Context: an optimization exercise on an open-source flow, tuned for a short achievable clock period and few clock cycles. The choices shown serve that exercise and are no tape-out recipe. At most, simulation tests tie the RTL to the original design; equivalence was not proved. Power is estimated from default activity; no workload was simulated.

== tundra ==
// cpu_top
module cpu_top (
	input  logic clk,
	input  logic rst_n,
	input  cpu_pkg::nibble_t ef_n,
	input  cpu_pkg::nibble_t rom_din,
	output logic q,
	output logic rom_cs_n,
	output logic rom_sclk,
	output cpu_pkg::nibble_t rom_dout,
	output cpu_pkg::nibble_t rom_oe_n
);
Size: roughly 4300 cells after synthesis, roughly 21 I/O pins, about 65000 µm² of cells after synthesis.
clock: 5.0 ns
lec_check: 0
abc_clock_period_in_ps: 2500
cap_margin: 20
core_margin: 2
core_utilization: 40
setup_slack_margin: 2.0
slew_margin: 20
run.sh (not shown) runs the stock make flow with config.mk's settings and CLKGATE_MAP_FILE= SYNTH_SCRIPT=/design/flow/synth_recipe.tcl, a recipe that flattens the netlist after the stock synthesis.
Testbench counts of tundra, summed over its fixed seeds: cycles 1,075,645.
Changes in nickel relative to tundra:
# tundra
export LEC_CHECK = 0
export ABC_CLOCK_PERIOD_IN_PS = 2500
export CAP_MARGIN = 20
export CORE_MARGIN = 2
export CORE_UTILIZATION = 40
export SETUP_SLACK_MARGIN = 2.0
export SLEW_MARGIN = 20
create_clock -name core_clock -period 5.0 [get_ports {clk}]
# nickel
export LEC_CHECK = 0
export ABC_CLOCK_PERIOD_IN_PS = 2000
export CAP_MARGIN = 20
export CORE_MARGIN = 2
export CORE_UTILIZATION = 60
export SETUP_SLACK_MARGIN = 2.5
export SLEW_MARGIN = 20
create_clock -name core_clock -period 5.0 [get_ports {clk}]
Notes after the runs:
met1 as the global-route layer with the greatest usage was reported by tundra, and met2 by nickel. tundra → nickel: final design instance area without fill increased 2.4%; die area shows a reduction of 33%. When nickel is set beside tundra, its worst-margin pin slew turns out to be 0.089 ns smaller. Netlist area before placement came out exactly the same in tundra and nickel. nickel vs. tundra: global-route total usage across every layer went up by 13 points. The final reports for nickel and tundra show number of fill cells lower in the former. Re total nets after synthesis: no difference whatsoever between nickel and tundra. Relative to tundra, the proportion of power drawn by combinational gates of nickel is higher by 2.1 points. Relative to tundra, number of well taps decreased by 757 in nickel. Share of total power in the clock network (lower): nickel. Compared to tundra, the routing of nickel uses more wire.
Here is what was changed in the inputs of maple compared with nickel.
# nickel
export LEC_CHECK = 0
export ABC_CLOCK_PERIOD_IN_PS = 2000
export CAP_MARGIN = 20
export CORE_MARGIN = 2
export CORE_UTILIZATION = 60
export SETUP_SLACK_MARGIN = 2.5
export SLEW_MARGIN = 20
create_clock -name core_clock -period 5.0 [get_ports {clk}]
# maple
export LEC_CHECK = 0
export CAP_MARGIN = 20
export CORE_MARGIN = 2
export CORE_UTILIZATION = 40
export SLEW_MARGIN = 20
create_clock -name core_clock -period 5.0 [get_ports {clk}]
[compare] base=nickel new=maple: met2 track demand over resource in global routing decreased by 23 points relative to the old numbers, shortest period the worst path allows increased by 0.90 ns relative to the old numbers, initial core utilization decreased by 20 points relative to the old numbers, post-cts resize count decreased by 356 relative to the old numbers, wire length of the first global-routing pass decreased by 4.7% relative to the old numbers. maple vs nickel, clock latency on the worst-skew pair went up by 0.04 ns. Clock buffer count in the final layout (maple / nickel): 1.07. Combinational group share of total power: maple vs nickel down 2.7 points. When the final numbers for nickel and maple were put side by side, the cell area turned out to be greater in nickel. Global-route met3 utilization sits lower in maple than in nickel. Against nickel as the reference, maple delivers a higher total internal power.

* * *

Setup of v6:
cpu_top, a different RTL version from the one above (not shown whole).
Size: ~4,200 cells after synthesis, ~21 I/O pins.
==> flow/design.v (excerpt) <==
module cpu_top (
	input  logic clk,
	input  logic rst_n,
	input  cpu_pkg::nibble_t ef_n,
	input  cpu_pkg::nibble_t rom_din,
	output logic q,
	output logic rom_cs_n,
	output logic rom_sclk,
	output cpu_pkg::nibble_t rom_dout,
	output cpu_pkg::nibble_t rom_oe_n
);
Settings: LEC_CHECK=0, ABC_CLOCK_PERIOD_IN_PS=2000, CAP_MARGIN=20, CORE_MARGIN=2, CORE_UTILIZATION=70, PLACE_DENSITY=0.78, SETUP_SLACK_MARGIN=3.0, SLEW_MARGIN=20; clock period 5.0 ns.
Testbench counts of v6, summed over its fixed seeds: cycles 1,075,645.
Here is what was changed in the inputs of v7 compared with v6.
- CORE_UTILIZATION now 60, was 70
- PLACE_DENSITY no longer set, was 0.78
Notes after the runs:
- Compared with v6, v7 shows a lower initial antenna violation count.
- Higher fmax goes to v6 over v7.
- Per the comparison of v7 with v6, number of maximum-capacitance violations essentially unchanged, chip width shows an increase of about 8%, die area now sits higher.

* * *

Another version of the RTL of cpu_top (not shown whole).
Size: about 1700 flip-flops, ~21 I/O pins.
clock: 5.0 ns
lec_check: 0
abc_clock_period_in_ps: 2000
cap_margin: 20
core_margin: 2
core_utilization: 70
cts_cluster_diameter: 60
cts_cluster_size: 30
place_density: 0.78
setup_slack_margin: 3.0
slew_margin: 20
Then changed:
--- a/flow/config.mk
+++ b/flow/config.mk
@@ -10,6 +10,6 @@
 export CORE_MARGIN = 2
 export CORE_UTILIZATION = 70
-export CTS_CLUSTER_DIAMETER = 60
-export CTS_CLUSTER_SIZE = 30
+export CTS_CLUSTER_DIAMETER = 50
+export CTS_CLUSTER_SIZE = 24
 export PLACE_DENSITY = 0.78
 export SETUP_SLACK_MARGIN = 3.0
What happened: Core utilization rises by 0.56 points; die area does not change; global-route usage rises by 0.32 points; clock power rises by about 9%.
No functional check of the RTL was part of any run of this note.

* * *

cpu_top, a different RTL version from the one above (not shown whole).
For scale: roughly 4,500 cells after synthesis, ~1,700 flip-flops, roughly 21 I/O pins.
make LEC_CHECK=0 ABC_CLOCK_PERIOD_IN_PS=2000 CAP_MARGIN=20 CORE_MARGIN=2 CORE_UTILIZATION=75 CTS_CLUSTER_DIAMETER=60 CTS_CLUSTER_SIZE=30 PLACE_DENSITY=0.82 SETUP_SLACK_MARGIN=3.0 SLEW_MARGIN=20 finish   # period 5.0 ns
Testbench counts at the start, summed over its fixed seeds: cycles 1,075,645.
==> next run, changes <==
CORE_UTILIZATION = 70   (was 75)
PLACE_DENSITY = 0.78   (was 0.82)
Result:
- The new run produced a clean layout
- global-route usage is lower by 4.6 points
- hold slack is better by 0.012 ns
- maximum frequency came out higher by 4.4%
- wire length goes down by about 1.6%
- area after synthesis does not change
- die area increases by about 7%
- utilization decreases by 4.2 points
- sequential power stays flat

* * *

cpu_top, a different RTL version from the one above (not shown whole).
For scale: ~21 I/O pins.
clock: 5.0 ns
lec_check: 0
abc_clock_period_in_ps: 2000
cap_margin: 20
core_margin: 2
core_utilization: 70
place_density: 0.78
setup_slack_margin: 3.0
slew_margin: 20
Testbench counts at the start, summed over its fixed seeds: cycles 1,075,645.
Next try:
--- a/flow/config.mk
+++ b/flow/config.mk
@@ -10,4 +10,6 @@
 export CORE_MARGIN = 2
 export CORE_UTILIZATION = 70
+export CTS_CLUSTER_DIAMETER = 60
+export CTS_CLUSTER_SIZE = 30
 export PLACE_DENSITY = 0.78
 export SETUP_SLACK_MARGIN = 3.0
Effect: Cell count decreases by 2.0%; area after synthesis stays the same; wire length decreases by 2.8%; first-iteration DRC count decreases by 1.1%; hold slack improved by 0.0032 ns; design area decreases by 2.3%; power decreases by 10%; register-to-register slack got worse by 0.08 ns; via count decreases by 1.7%; non-clock buffer count increases by 6; combinational power decreases by about 1%.

-- afterwards: timing with drivers on the ports --
The results above use ideal ports. As a check the final layouts listed here were re-extracted and re-timed, cells and wires unchanged. Step 1: set_driving_cell puts a clkbuf_16 on clk and a buf_2 on each other input, an assumption about the parent block. Step 2 adds t to the input delays and takes it off the output delays; t is the mean of the earliest and latest rising clock arrival at the registers after step 1. Input paths then give back, and output paths get back, about the clock's delay inside the block. a / b / c = no drivers / after step 1 / after step 2; a / b = the first two.
run	t, ns	setup slack, ns	clock arrival spread, ns	worst register clock-pin slew, ns
tundra	0.867	1.947 / 1.947 / 1.947	0.045 / 0.045	0.07 / 0.07
nickel	0.835	2.347 / 2.347 / 2.347	0.052 / 0.052	0.07 / 0.07
maple	0.881	1.451 / 1.451 / 1.451	0.047 / 0.047	0.07 / 0.07
v6	0.848	2.652 / 2.652 / 2.652	0.036 / 0.036	0.07 / 0.07
v7	0.854	2.626 / 2.615 / 2.626	0.032 / 0.032	0.07 / 0.07
the first run of note 3	0.813	2.529 / 2.529 / 2.529	0.047 / 0.046	0.11 / 0.11
the second run of note 3	0.835	2.532 / 2.532 / 2.532	0.042 / 0.043	0.09 / 0.09
the first run of note 4	0.805	2.665 / 2.593 / 2.824	0.042 / 0.042	0.11 / 0.11
the second run of note 4	0.795	2.764 / 2.694 / 2.817	0.052 / 0.052	0.11 / 0.11
the first run of note 5	0.847	2.639 / 2.564 / 2.896	0.023 / 0.024	0.07 / 0.07
the second run of note 5	0.784	2.717 / 2.639 / 2.816	0.048 / 0.047	0.11 / 0.11
After both steps every run listed still meets setup and hold.
